What follows belongs to an exercise in optimizing a design on an open flow for small area; a production flow would make more cautious choices.
Only simulation tests tie the RTL to the original design; equivalence was not proved.
The clock port is modelled as an ideal driver; clocking choices that lean on that would not hold on a real chip.
Power figures rest on the tool's default switching activity, not on a simulated workload.

// noc_top
module noc_top #(
    parameter  int rows       = 4,
    parameter  int cols       = 6,
    parameter  int line_elems = 16,
    localparam int num_lines  = rows + cols - 1
) (
    input  logic                  clk,
    input  logic                  rst_n,
    input  logic                  start_conv,
    input  logic [1:0]            mode_in,
    input  logic [num_lines*line_elems*noc_pkg::data_w-1:0] ifmap_data_in,
    input  logic [rows*cols-1:0]  pe_full,
    input  logic                  conv_complete,
    output logic [num_lines-1:0]  bus_valid,
    output logic [noc_pkg::pkt_elems*noc_pkg::data_w-1:0] bus_data,
    output logic                  free_ifmap_buffer,
    output logic                  busy
);
export LEC_CHECK = 0
export CAP_MARGIN = 20
export CORE_AREA = 10 10 420 420
export DIE_AREA = 0 0 430 430
export PLACE_DENSITY = 0.6
export SLEW_MARGIN = 20
export SYNTH_HIERARCHICAL = 1
export SYNTH_MINIMUM_KEEP_SIZE = 0
create_clock -name core_clock -period 7.0 [get_ports {clk}]
standard.sh (not shown) runs the stock make flow with config.mk's settings and CLKGATE_MAP_FILE= SYNTH_SCRIPT=/design/flow/synth_recipe.tcl, a recipe that flattens the netlist after the stock synthesis.
==> flow/flow/run.sh <==
#!/bin/bash
# Standard layout with two changes: the port buffers are the smallest buffer
# cell, and clock tree synthesis uses one mid-size clock buffer in clusters of
# at most 18 sinks, without dummy loads.
set -euo pipefail
export BUFFER_PORTS_ARGS="-buffer_cell sky130_fd_sc_hd__buf_1"
export CTS_ARGS="-sink_clustering_enable -repair_clock_nets -dont_use_dummy_load -buf_list {sky130_fd_sc_hd__clkbuf_8} -sink_clustering_size 18 -sink_clustering_max_diameter 50"
bash standard.sh "BUFFER_PORTS_ARGS=$BUFFER_PORTS_ARGS" "CTS_ARGS=$CTS_ARGS" finish > make_finish.log 2>&1
Edit:
--- a/flow/flow/run.sh
+++ b/flow/flow/run.sh
@@ -1,6 +1,9 @@
 #!/bin/bash
-# Standard layout with two changes: the port buffers are the smallest buffer
-# cell, and clock tree synthesis uses one mid-size clock buffer in clusters of
-# at most 18 sinks, without dummy loads.
+# Standard layout with three changes: the port buffers are the smallest buffer
+# cell; clock tree synthesis uses one mid-size clock buffer in clusters of at
+# most 18 sinks, without dummy loads; and the placement and routing steps buffer
+# any net with more than 64 loads.
 set -euo pipefail
+F="$PWD/flow/fanout.tcl"
+export PRE_GLOBAL_PLACE_TCL="$F" PRE_RESIZE_TCL="$F" PRE_CTS_TCL="$F" PRE_GLOBAL_ROUTE_TCL="$F"
 export BUFFER_PORTS_ARGS="-buffer_cell sky130_fd_sc_hd__buf_1"
==> flow/flow/fanout.tcl (new file) <==
# Keeps repair_design from leaving nets of hundreds of pins.
set_max_fanout 64 [current_design]
What happened:
- design area hardly moves
- clock power barely changes
- sequential share of layout area came out lower by 0.11 points
- non-clock buffer count goes up by 33
- power is about the same
- critical path depth increases by 1

========
Setup of sierra:
Another version of the RTL of noc_top (not shown whole).
For scale: about 1200 flip-flops, roughly 1200 I/O pins, about 0.036 mm2 of cells after synthesis.
==> flow/config.mk <==
export PLATFORM = sky130hd
export DESIGN_NAME = noc_top
export DESIGN_NICKNAME = noc_top
export VERILOG_FILES = /design/flow/design.v
export SDC_FILE = /design/flow/constraint.sdc
export NUM_CORES = 4
export LEC_CHECK = 0
export CAP_MARGIN = 10
export CORE_AREA = 10 10 420 420
export DIE_AREA = 0 0 430 430
export PLACE_DENSITY = 0.75
export SLEW_MARGIN = 10
export SYNTH_HIERARCHICAL = 1
export SYNTH_MINIMUM_KEEP_SIZE = 0
==> flow/constraint.sdc <==
create_clock -name core_clock -period 7.0 [get_ports {clk}]
set_input_delay 1.4000 -clock core_clock [delete_from_list [all_inputs] [get_ports {clk}]]
set_output_delay 1.4000 -clock core_clock [all_outputs]
set_load 0.01 [all_outputs]
==> flow/flow/run.sh <==
#!/bin/bash
# Standard layout with three changes: the port buffers are the smallest buffer
# cell; clock tree synthesis uses one mid-size clock buffer in clusters of at
# most 16 sinks, without dummy loads; and the placement and routing steps buffer
# any net with more than 64 loads.
set -euo pipefail
F="$PWD/flow/fanout.tcl"
export PRE_GLOBAL_PLACE_TCL="$F" PRE_RESIZE_TCL="$F" PRE_CTS_TCL="$F" PRE_GLOBAL_ROUTE_TCL="$F"
export BUFFER_PORTS_ARGS="-buffer_cell sky130_fd_sc_hd__buf_1"
export CTS_ARGS="-sink_clustering_enable -repair_clock_nets -dont_use_dummy_load -buf_list {sky130_fd_sc_hd__clkbuf_8} -sink_clustering_size 16 -sink_clustering_max_diameter 80"
bash standard.sh "BUFFER_PORTS_ARGS=$BUFFER_PORTS_ARGS" "CTS_ARGS=$CTS_ARGS" finish > make_finish.log 2>&1
==> flow/flow/fanout.tcl <==
# Keeps repair_design from leaving nets of hundreds of pins.
set_max_fanout 64 [current_design]
Input changes introduced in amber (baseline for comparison: sierra):
diff --git a/flow/config.mk b/flow/config.mk
--- a/flow/config.mk
+++ b/flow/config.mk
@@ -6,9 +6,9 @@
 export NUM_CORES = 4
 export LEC_CHECK = 0
-export CAP_MARGIN = 10
+export CAP_MARGIN = 20
 export CORE_AREA = 10 10 420 420
 export DIE_AREA = 0 0 430 430
-export PLACE_DENSITY = 0.75
-export SLEW_MARGIN = 10
+export PLACE_DENSITY = 0.6
+export SLEW_MARGIN = 20
 export SYNTH_HIERARCHICAL = 1
 export SYNTH_MINIMUM_KEEP_SIZE = 0
==> comparison <==
Compared to sierra, the routing of amber uses less wire.
Relative to sierra, the overall power after layout of amber is lower by 1.5%.
Diff sierra -> amber | global routing met1 resource utilization | decrease of 2.7 points
[compare] base=sierra new=amber: area growth from synthesis to final layout lost 0.49 points; worst setup margin picked up an extra 0.31 ns.
[inputs] zinc vs amber
diff --git a/flow/config.mk b/flow/config.mk
--- a/flow/config.mk
+++ b/flow/config.mk
@@ -9,5 +9,5 @@
 export CORE_AREA = 10 10 420 420
 export DIE_AREA = 0 0 430 430
-export PLACE_DENSITY = 0.6
+export PLACE_DENSITY = 0.75
 export SLEW_MARGIN = 20
 export SYNTH_HIERARCHICAL = 1
## What came out
The flow did not stop early for zinc: all stages ran, and the layout cleared the timing, design-rule and antenna checks. Sequential share of layout area (zinc over amber): decrease, 0.19 points. In the metrics for amber and zinc, the one carrying the lower met1 track demand over resource in global routing is amber. In terms of core utilization, amber and zinc differ only marginally. Fmax (zinc vs. amber) decreases by a few percent. Note that the count of clock buffers in the final design recorded for zinc amounts to 1.06 times the value seen in amber. The final area in zinc sits 170 um2 above the value recorded for amber.

-- port drivers added, routing unchanged --
The results above use ideal ports. As a check the final layouts listed here were re-extracted and re-timed, cells and wires unchanged. Step 1, drivers: a clkbuf_16 drives clk and a buf_2 each remaining input, both assumed. Step 2 adds t to the input delays and takes it off the output delays; t is the mean of the earliest and latest rising clock arrival at the registers after step 1. Input paths then give back, and output paths get back, about the clock's delay inside the block. Three values: ideal ports, drivers, drivers and shift; two values: the first two.
run	t, ns	setup slack, ns	worst slew at a driven data input, ns
the first run of note 1	0.893	1.674 / 1.597 / 2.049	0.27
the second run of note 1	0.901	1.671 / 1.596 / 2.294	0.28
sierra	0.870	1.434 / 1.360 / 2.230	0.29
amber	0.876	1.741 / 1.671 / 2.303	0.24
zinc	0.885	1.405 / 1.334 / 2.163	0.27
After both steps every run listed still meets setup and hold.
